This design comes from an exercise in tuning for small area, a short achievable clock period and few clock cycles per item on the open sky130 flow, not from production work. In this exercise RTL edits were held to simulation tests only and were not proved equivalent to the original.

// ray_march_top
module ray_march_top #(
    parameter int            SCREEN_WIDTH  = 32,
    parameter int            SCREEN_HEIGHT = 24,
    parameter int            RAY_STAGES    = 3,
    parameter ray_pkg::fix_t EPSILON       = 16'h0010,
    parameter ray_pkg::fix_t MAX_DIST      = 16'h3200
) (
    input  wire                      clk,
    input  wire                      reset,
    input  wire                      i_start,
    input  var ray_pkg::fix_t       i_eye_height,
    input  wire [7:0]                i_tilt_step,
    input  var ray_pkg::shade_cfg_t i_shade,
    input  var ray_pkg::coord_t     i_read_x,
    input  var ray_pkg::coord_t     i_read_y,
    output ray_pkg::color_t          o_color,
    output logic                     o_done
);
clock: 10.0 ns
lec_check: 0
abc_area: 1
cap_margin: 35
core_margin: 2
core_utilization: 50
setup_slack_margin: 5
slew_margin: 35
synth_memory_max_bits: 8192
tns_end_percent: 0
run.sh (not shown) runs the stock make flow with config.mk's settings and CLKGATE_MAP_FILE= SYNTH_SCRIPT=/design/flow/synth_recipe.tcl, a recipe that flattens the netlist after the stock synthesis.
The baseline produced a layout that fails on capacitance limit, slew limit.
Testbench counts at the start, summed over its fixed seeds: cycles 2,141, frames 48.
Next try:
- ABC_AREA: 1 -> unset
- CAP_MARGIN: 35 -> 20
- SLEW_MARGIN: 35 -> 20
Result:
- Now the flow finished with timing, DRC and antenna clean
- global-route usage shrinks by 1.1 points
- via count goes down by 9.7%
- die area fell by 2.4%
- setup slack degrades by 540 ps
- count of clock-buffer cells in the layout climbs by 7
- sequential share of layout area is higher by 1.4 points
- wire length decreases by 7.1%

* * *

Setup of run 2:
Starting RTL as in the previous note.
## ray_march_top
module ray_march_top #(
    parameter int            SCREEN_WIDTH  = 32,
    parameter int            SCREEN_HEIGHT = 24,
    parameter int            RAY_STAGES    = 3,
    parameter ray_pkg::fix_t EPSILON       = 16'h0010,
    parameter ray_pkg::fix_t MAX_DIST      = 16'h3200
) (
    input  wire                      clk,
    input  wire                      reset,
    input  wire                      i_start,
    input  var ray_pkg::fix_t       i_eye_height,
    input  wire [7:0]                i_tilt_step,
    input  var ray_pkg::shade_cfg_t i_shade,
    input  var ray_pkg::coord_t     i_read_x,
    input  var ray_pkg::coord_t     i_read_y,
    output ray_pkg::color_t          o_color,
    output logic                     o_done
);
    localparam int LANES = 15;
    localparam int GROUPS = 3;
    localparam int PER_GROUP = LANES / GROUPS;
    localparam logic [119:0] SCALES = {
        8'd255, 8'd253, 8'd250, 8'd246, 8'd242, 8'd237, 8'd232, 8'd226,
        8'd220, 8'd214, 8'd208, 8'd202, 8'd196, 8'd190, 8'd184
    };
    logic busy;
    logic start;
    logic [7:0] tilt_q;
    ray_pkg::shade_cfg_t shade_q;
    logic eye_bad;
    logic eye_bad_in;
    logic ctriv_ok;
    logic ctriv_calc;
    ray_pkg::color_t ctriv;
    assign start = i_start && !busy;
    assign eye_bad_in = (i_eye_height < EPSILON) || (i_eye_height >= MAX_DIST);
    logic [LANES-1:0]       req;
    logic [LANES-1:0]       grant;
    logic [LANES-1:0]       sel;
    logic [LANES-1:0][15:0] depth;
    logic [LANES-1:0][3:0]  row;
  ...
==> flow/config.mk <==
export PLATFORM = sky130hd
export DESIGN_NAME = ray_march_top
export DESIGN_NICKNAME = ray_march_top
export VERILOG_FILES = /design/flow/design.v
export SDC_FILE = /design/flow/constraint.sdc
export NUM_CORES = 4
export LEC_CHECK = 0
export ABC_AREA = 1
export CAP_MARGIN = 60
export CORE_MARGIN = 2
export CORE_UTILIZATION = 50
export SETUP_SLACK_MARGIN = 5
export SLEW_MARGIN = 60
export SYNTH_MEMORY_MAX_BITS = 8192
export TNS_END_PERCENT = 0
==> flow/constraint.sdc <==
create_clock -name core_clock -period 10.0 [get_ports {clk}]
set_input_delay 2.0000 -clock core_clock [delete_from_list [all_inputs] [get_ports {clk}]]
set_output_delay 2.0000 -clock core_clock [all_outputs]
set_load 0.01 [all_outputs]
Testbench counts of run 2, summed over its fixed seeds: cycles 2,141, frames 48.
The inputs of run 5 differ from those of run 2 as listed below.
diff --git a/flow/config.mk b/flow/config.mk
--- a/flow/config.mk
+++ b/flow/config.mk
@@ -8,3 +8,3 @@
 export ABC_AREA = 1
-export CAP_MARGIN = 60
+export CAP_MARGIN = 20
 export CORE_MARGIN = 2
@@ -12,3 +12,3 @@
 export SETUP_SLACK_MARGIN = 5
-export SLEW_MARGIN = 60
+export SLEW_MARGIN = 20
 export SYNTH_MEMORY_MAX_BITS = 8192
Notes after the runs:
| run 5 | all stages done | FAIL | max-capacitance violations, max-slew violations |
The final critical path time including I/O delays and setup reported for run 5 is greater than that of run 2 by 0.20 ns.
Run 2 -> run 5: number of multi-input combinational cells in the layout flat
Going from run 2 to run 5, layout cell share with drive strength beyond 1 went down; maximum frequency went down; slack of the worst reg-to-reg path went down.
Via count ended up 0.32% higher on run 5 than on run 2.
Lower sequential cell area share among run 2 and run 5: run 2
Compared run 5 vs run 2, and cell area is down in run 5.

## re-timing with driven ports
The flow's constraints put no driver on any port. The routed layouts listed below were extracted and timed again, unchanged, in two steps. Step 1 (the two cells are an assumption about what drives the block):
set clk [get_ports {clk}]
set_driving_cell -lib_cell sky130_fd_sc_hd__clkbuf_16 $clk
set_driving_cell -lib_cell sky130_fd_sc_hd__buf_2 [delete_from_list [all_inputs] $clk]
Step 2 also shifts input and output timing later by t, the mid clock arrival at the registers, as if the neighbouring blocks saw the same clock. Three values: ideal ports, drivers, drivers and shift; two values: the first two.
| run | shift t [ns] | setup WS [ns] | worst slew at a driven data input, ns |
|---|---|---|---|
| the first run of note 1 | 1.111 | 4.749 / 4.774 / 3.749 | 0.24 |
| the second run of note 1 | 1.048 | 4.206 / 4.085 / 3.037 | 0.36 |
| run 2 | 1.087 | 4.906 / 4.946 / 3.915 | 0.24 |
| run 5 | 1.105 | 4.702 / 4.782 / 3.703 | 0.24 |
The setup slack of the second run of note 1, which loses most, moves by -0.121 ns with the drivers and by -1.169 ns with both steps.
